This design comes from an exercise in tuning for a short achievable clock period and few clock cycles per item on the open sky130 flow, not from production work.
Function was checked by simulation only, so behaviour that the tests miss may differ from the original.
Power is estimated from default activity; no workload was simulated.

==> inputs of job 1539 <==
Design ordered_list_deque_with_search_top, start of the top module:
module ordered_list_deque_with_search_top (
    input  logic        aclk,
    input  logic        aresetn,
    input  logic        s_tvalid,
    output logic        s_tready,
    input  logic [31:0] s_tdata,    
    input  logic [2:0]  s_tuser,    
    output logic        m_tvalid,
    input  logic        m_tready,
    output logic [31:0] m_tdata,    
    output logic [1:0]  m_tuser,    
    output logic        m_tlast
);
Settings: LEC_CHECK=0, CAP_MARGIN=20, CORE_MARGIN=2, CORE_UTILIZATION=40, PLACE_DENSITY=0.5, SETUP_SLACK_MARGIN=4.8, SLEW_MARGIN=20; clock period 7.0 ns.
run.sh (not shown) runs the stock make flow with config.mk's settings and CLKGATE_MAP_FILE= SYNTH_SCRIPT=/design/flow/synth_recipe.tcl, a recipe that flattens the netlist after the stock synthesis.
==> inputs of job 2668, as changes to job 1539 <==
--- a/flow/design.v
+++ b/flow/design.v
@@ -89,122 +89,118 @@
     logic         r1_valid;
     logic [2:0]   r1_act;
     logic [W-1:0] r1_val;
     logic         r2_valid;
     logic [2:0]   r2_act;
     logic [W-1:0] r2_val;
     logic [N-1:0] r2_m;
     logic [N-1:0] r2_ptr;
-    logic         r2_empty;    
-    logic         r2_full;     
-    logic         r2_found;    
-    logic         r2_rd;       
-    logic         r2_rdlast;   
-    logic         r2_srm;      
-    logic         r2_pf;       
-    logic         r2_pb;       
-    logic         r2_pof;      
-    logic         r2_pob;      
-    logic         r2_rm;       
-    logic         r2_clr;
     logic         out_valid;
     logic [W-1:0] out_data;
     logic [1:0]   out_stat;
     logic         out_last;
     logic         sk_valid;
     logic [W-1:0] sk_data;
     logic [1:0]   sk_stat;
     logic         sk_last;
-    logic         exec, rd_last, r2_done, advance;
-    logic [N-1:0] lastocc, prefix, firstm, shl, ld, gone, occ_n;
-    logic         shr, ins;
+    logic         exec, empty, full, found, rd_last, r2_done, advance;
+    logic [N-1:0] lastocc, prefix, shl, ld, rsel, occ_n;
+    logic         shr;
     logic [W-1:0] rd_data, res_data;
     logic [1:0]   res_stat;
     logic         res_last;
-    assign exec = r2_valid && !sk_valid;
+    assign exec  = r2_valid && !sk_valid;
+    assign empty = !occ[0];
+    assign full  = occ[N-1];
+    assign found = |r2_m;
     always_comb begin
         for (int i = 0; i < N; i++) begin
             lastocc[i] = occ[i] && ((i == N-1) ? 1'b1 : !occ[(i+1) % N]);
             prefix[i]  = (i == 0) ? r2_m[0] : (prefix[(i+N-1) % N] | r2_m[i]);
-            firstm[i]  = r2_m[i] && ((i == 0) ? 1'b1 : !prefix[(i+N-1) % N]);
-        end
-    end
-    assign rd_last = r2_rdlast;
-    assign r2_done = exec && (!r2_rd || rd_last);
+        end
+    end
+    assign rd_last = |(r2_ptr & lastocc);
+    assign r2_done = exec && ((r2_act != A_RD) || empty || rd_last);
     assign advance = !r2_valid || r2_done;
     always_comb begin
-        shr = exec && r2_pf;
-        ins = exec && (r2_pf || r2_pb);
-        for (int i = 0; i < N; i++) begin
-            shl[i]  = exec && (r2_pof || (r2_rm && prefix[i]));
-            ld[i]   = exec && r2_pb && !occ[i] && ((i == 0) ? 1'b1 : occ[(i+N-1) % N]);
-            gone[i] = exec && (r2_clr || (r2_pof && (i == 0)) || (r2_pob && lastocc[i]) ||
-                               (r2_rm && firstm[i]));
+        shr = exec && (r2_act == A_PF) && !full;
+        for (int i = 0; i < N; i++) begin
+            shl[i] = exec && (((r2_act == A_POF) && !empty) || ((r2_act == A_RM) && prefix[i]));
+            ld[i]  = exec && (r2_act == A_PB) && !full && !occ[i] &&
+                     ((i == 0) ? 1'b1 : occ[(i+N-1) % N]);
         end
         occ_n = occ;
         if (exec) begin
-            if (r2_pf || r2_pb) occ_n = {occ[N-2:0], 1'b1};
-            if (r2_pof || r2_pob || (r2_rm && r2_found)) occ_n = {1'b0, occ[N-1:1]};
-            if (r2_clr) occ_n = '0;
+            case (r2_act)
+                A_PF, A_PB:   if (!full) occ_n = {occ[N-2:0], 1'b1};
+                A_POF, A_POB: occ_n = {1'b0, occ[N-1:1]};
+                A_RM:         if (found) occ_n = {1'b0, occ[N-1:1]};
+                A_CLR:        occ_n = '0;
+                default: ;
+            endcase
         end
     end
     always_ff @(posedge aclk) begin
         for (int i = 0; i < N; i++) begin
             if (shr) begin
                 mem[i] <= (i == 0) ? r2_val : mem[(i+N-1) % N];
             end else if (shl[i]) begin
                 mem[i] <= mem[(i+1) % N];
             end else if (ld[i]) begin
                 mem[i] <= r2_val;
             end
         end
     end
     always_comb begin
+        for (int i = 0; i < N; i++) begin
+            rsel[i] = occ[i] && ((((r2_act == A_POF) || (r2_act == A_RD)) && r2_ptr[i]) ||
+                                 ((r2_act == A_POB) && lastocc[i]));
+        end
         rd_data = '0;
         for (int i = 0; i < N; i++) begin
-            rd_data = rd_data | (mem[i] & {W{r2_ptr[i]}});
-        end
-        res_data = rd_data | (r2_val & {W{r2_srm && r2_found}});
-        res_last = !r2_rd || rd_last;
+            rd_data = rd_data | (mem[i] & {W{rsel[i]}});
+        end
+        res_data = rd_data;
         res_stat = S_OK;
+        res_last = 1'b1;
         case (r2_act)
-            A_PF, A_PB: if (r2_full) res_stat = S_FUL;
-            A_POF, A_POB, A_RD: if (r2_empty) res_stat = S_EMP;
+            A_PF, A_PB: if (full) res_stat = S_FUL;
+            A_POF, A_POB: if (empty) res_stat = S_EMP;
+            A_RD: begin
+                if (empty) res_stat = S_EMP;
+                else res_last = rd_last;
+            end
             A_SR, A_RM: begin
-                if (r2_empty) res_stat = S_EMP;
-                else if (!r2_found) res_stat = S_NF;
+                if (empty) res_stat = S_EMP;
+                else if (!found) res_stat = S_NF;
+                else res_data = r2_val;
             end
             default: ;
         endcase
     end
-    logic [N-1:0] eqm, m_n, lastocc_n;
-    logic         eq2, empty_n, full_n, found_n;
+    logic [N-1:0] eq, m_n;
+    logic         eq2;
     always_comb begin
         eq2 = (r1_val == r2_val);
         for (int i = 0; i < N; i++) begin
-            eqm[i] = (r1_val == mem[i]) && occ[i];
+            eq[i] = (r1_val == mem[i]);
         end
         for (int i = 0; i < N; i++) begin
             if (shr) begin
-                m_n[i] = (i == 0) ? eq2 : eqm[(i+N-1) % N];
+                m_n[i] = (i == 0) ? eq2 : eq[(i+N-1) % N];
             end else if (shl[i]) begin
-                m_n[i] = (i == N-1) ? 1'b0 : eqm[(i+1) % N];
+                m_n[i] = (i == N-1) ? 1'b0 : eq[(i+1) % N];
             end else if (ld[i]) begin
                 m_n[i] = eq2;
             end else begin
-                m_n[i] = eqm[i] && !gone[i];
-            end
-        end
-        found_n = (|(eqm & ~gone)) || (ins && eq2);
-        for (int i = 0; i < N; i++) begin
-            lastocc_n[i] = occ_n[i] && ((i == N-1) ? 1'b1 : !occ_n[(i+1) % N]);
-        end
-        empty_n = !occ_n[0];
-        full_n  = occ_n[N-1];
+                m_n[i] = eq[i];
+            end
+        end
+        m_n = m_n & occ_n;
     end
     logic r1_take, s_take;
     assign s_tready = !isk_valid;
     assign s_take   = s_tvalid && !isk_valid;
     assign r1_take  = !r1_valid || advance;
     always_ff @(posedge aclk) begin
         if (!aresetn) begin
             occ       <= '0;
@@ -229,39 +225,22 @@
             isk_act <= s_tuser;
             isk_val <= s_tdata;
         end
         if (r1_take) begin
             r1_act <= isk_valid ? isk_act : s_tuser;
             r1_val <= isk_valid ? isk_val : s_tdata;
         end
         if (advance) begin
-            r2_act   <= r1_act;
-            r2_val   <= r1_val;
-            r2_m     <= m_n;
-            r2_empty <= empty_n;
-            r2_full  <= full_n;
-            r2_found <= found_n;
-            r2_rd    <= (r1_act == A_RD) && !empty_n;
-            r2_srm   <= (r1_act == A_SR) || (r1_act == A_RM);
-            r2_pf    <= (r1_act == A_PF) && !full_n;
-            r2_pb    <= (r1_act == A_PB) && !full_n;
-            r2_pof   <= (r1_act == A_POF) && !empty_n;
-            r2_pob   <= (r1_act == A_POB) && !empty_n;
-            r2_rm    <= (r1_act == A_RM);
-            r2_clr   <= (r1_act == A_CLR);
-            r2_rdlast <= occ_n[0] && !occ_n[1];
-            case (r1_act)
-                A_POF, A_RD: r2_ptr <= {{(N-1){1'b0}}, occ_n[0]};
-                A_POB:       r2_ptr <= lastocc_n;
-                default:     r2_ptr <= '0;
-            endcase
+            r2_act <= r1_act;
+            r2_val <= r1_val;
+            r2_m   <= m_n;
+            r2_ptr <= {{(N-1){1'b0}}, 1'b1};
         end else if (exec) begin
-            r2_ptr    <= {r2_ptr[N-2:0], 1'b0};
-            r2_rdlast <= |({r2_ptr[N-2:0], 1'b0} & lastocc);
+            r2_ptr <= {r2_ptr[N-2:0], 1'b0};
         end
     end
     logic out_hold;
     assign out_hold = out_valid && !m_tready;
     always_ff @(posedge aclk) begin
         if (!aresetn) begin
             out_valid <= 1'b0;
             sk_valid  <= 1'b0;
PLACE_DENSITY = default   (was 0.5)
SETUP_SLACK_MARGIN = default   (was 4.8)
==> inputs of job 551, as changes to job 1539 <==
--- a/flow/design.v
+++ b/flow/design.v
@@ -110,40 +110,43 @@
     logic [W-1:0] out_data;
     logic [1:0]   out_stat;
     logic         out_last;
     logic         sk_valid;
     logic [W-1:0] sk_data;
     logic [1:0]   sk_stat;
     logic         sk_last;
     logic         exec, rd_last, r2_done, advance;
-    logic [N-1:0] lastocc, prefix, firstm, shl, ld, gone, occ_n;
-    logic         shr, ins;
+    logic [N-1:0] lastocc, prefix, shl, ld, kill, gone, occ_n;
+    logic         shr, ins, multi;
     logic [W-1:0] rd_data, res_data;
     logic [1:0]   res_stat;
     logic         res_last;
     assign exec = r2_valid && !sk_valid;
     always_comb begin
         for (int i = 0; i < N; i++) begin
             lastocc[i] = occ[i] && ((i == N-1) ? 1'b1 : !occ[(i+1) % N]);
             prefix[i]  = (i == 0) ? r2_m[0] : (prefix[(i+N-1) % N] | r2_m[i]);
-            firstm[i]  = r2_m[i] && ((i == 0) ? 1'b1 : !prefix[(i+N-1) % N]);
+        end
+        multi = 1'b0;
+        for (int i = 1; i < N; i++) begin
+            multi = multi | (r2_m[i] && prefix[i-1]);
         end
     end
     assign rd_last = r2_rdlast;
     assign r2_done = exec && (!r2_rd || rd_last);
     assign advance = !r2_valid || r2_done;
     always_comb begin
         shr = exec && r2_pf;
         ins = exec && (r2_pf || r2_pb);
         for (int i = 0; i < N; i++) begin
             shl[i]  = exec && (r2_pof || (r2_rm && prefix[i]));
             ld[i]   = exec && r2_pb && !occ[i] && ((i == 0) ? 1'b1 : occ[(i+N-1) % N]);
-            gone[i] = exec && (r2_clr || (r2_pof && (i == 0)) || (r2_pob && lastocc[i]) ||
-                               (r2_rm && firstm[i]));
+            kill[i] = exec && (r2_clr || (r2_pob && lastocc[i]));
+            gone[i] = exec && (r2_clr || (r2_pof && (i == 0)) || (r2_pob && lastocc[i]));
         end
         occ_n = occ;
         if (exec) begin
             if (r2_pf || r2_pb) occ_n = {occ[N-2:0], 1'b1};
             if (r2_pof || r2_pob || (r2_rm && r2_found)) occ_n = {1'b0, occ[N-1:1]};
             if (r2_clr) occ_n = '0;
         end
     end
@@ -186,20 +189,24 @@
         for (int i = 0; i < N; i++) begin
             if (shr) begin
                 m_n[i] = (i == 0) ? eq2 : eqm[(i+N-1) % N];
             end else if (shl[i]) begin
                 m_n[i] = (i == N-1) ? 1'b0 : eqm[(i+1) % N];
             end else if (ld[i]) begin
                 m_n[i] = eq2;
             end else begin
-                m_n[i] = eqm[i] && !gone[i];
-            end
-        end
-        found_n = (|(eqm & ~gone)) || (ins && eq2);
+                m_n[i] = eqm[i] && !kill[i];
+            end
+        end
+        if (exec && r2_rm && r2_found && eq2) begin
+            found_n = multi;
+        end else begin
+            found_n = (|(eqm & ~gone)) || (ins && eq2);
+        end
         for (int i = 0; i < N; i++) begin
             lastocc_n[i] = occ_n[i] && ((i == N-1) ? 1'b1 : !occ_n[(i+1) % N]);
         end
         empty_n = !occ_n[0];
         full_n  = occ_n[N-1];
     end
     logic r1_take, s_take;
     assign s_tready = !isk_valid;
CORE_UTILIZATION = 35   (was 40)
PLACE_DENSITY = 0.45   (was 0.5)
SETUP_SLACK_MARGIN = 5.0   (was 4.8)
==> insert_results.sql <==
INSERT INTO impl_metrics (metric_group, metric, value, unit) VALUES
('outcome', 'run_status', 'no timing/DRC/antenna violations', ''),
('pwr', 'powerComb', '871', 'µW'),
('clock_tree', 'cts-buffers-inserted', '88', ''),
('die', 'num_tap_cells', '1414', ''),
('logic_synthesis', 'ys_ff_latch', '740', ''),
('routing', 'avgViaCountPerCell', '6.72', ''),
('logic_synthesis', 'synth_simple_gate_area_share', '10.7', '%'),
('final_layout', 'insertedDiodeCount', '6', ''),
('timing', 'max_slew.worst_pin.slew', '1370', 'ps'),
('routing', 'met3WireLength', '30.0', 'mm'),
('global_route', 'grt_use_total', '37.7', '%'),
('setup_path', 'crit_required', '7400', 'ps'),
('timing', 'final.period_utilization', '67.6', '%');
the above is filed under job 2668

==> insert_results.sql <==
INSERT INTO impl_metrics (metric_group, metric, value, unit) VALUES
('outcome', 'run_status', 'no timing/DRC/antenna violations', ''),
('logic_synthesis', 'synth_simple_gate_area_share', '11.6', '%'),
('global_route', 'grt_use_total', '46.2', '%'),
('final_layout', 'insertedDiodeCount', '22', ''),
('pwr', 'powerComb', '1410', 'µW'),
('clock_tree', 'cts-buffers-inserted', '92', ''),
('setup_path', 'crit_required', '7600', 'ps'),
('die', 'num_tap_cells', '1650', ''),
('logic_synthesis', 'ys_ff_latch', '752', ''),
('timing', 'final.period_utilization', '43.7', '%');
the above is filed under job 551

==> insert_results.sql <==
INSERT INTO impl_metrics (metric_group, metric, value, unit) VALUES
('routing', 'avgViaCountPerCell', '7.15', ''),
('clock_tree', 'cts-buffers-inserted', '90', ''),
('die', 'num_tap_cells', '1476', ''),
('outcome', 'run_status', 'no timing/DRC/antenna violations', ''),
('routing', 'met3WireLength', '51.8', 'mm'),
('timing', 'max_slew.worst_pin.slew', '1220', 'ps'),
('final_layout', 'insertedDiodeCount', '24', '');
the above is filed under job 1539

Testbench counts of job 1539, summed over its fixed seeds: cycles 6,591, items 4,000.
Testbench counts of job 2668, summed over its fixed seeds: cycles 6,591, items 4,000.
Testbench counts of job 551, summed over its fixed seeds: cycles 6,591, items 4,000.

## static timing again, ports no longer ideal
No port has a modelled driver above. Below, the same layouts with a new extraction and two added sets of constraints.
Step 1, drivers: a clkbuf_16 drives aclk and a buf_2 each remaining input, both assumed.
Step 2, shift: input delay + t, output delay - t, t = (earliest + latest rising clock arrival at the registers) / 2. This alone moves slack from input paths to output paths.
Three values: ideal ports, drivers, drivers and shift; two values: the first two.
run | t (ns) | slack for setup (ns) | latest minus earliest clock arrival (ns)
job 1539 | 0.804 | 3.904 / 3.904 / 3.904 | 0.041 / 0.041
job 2668 | 0.785 | 2.265 / 2.265 / 2.265 | 0.038 / 0.038
job 551 | 0.849 | 3.941 / 3.941 / 3.941 | 0.057 / 0.058
After both steps setup and hold are still met in every run listed.
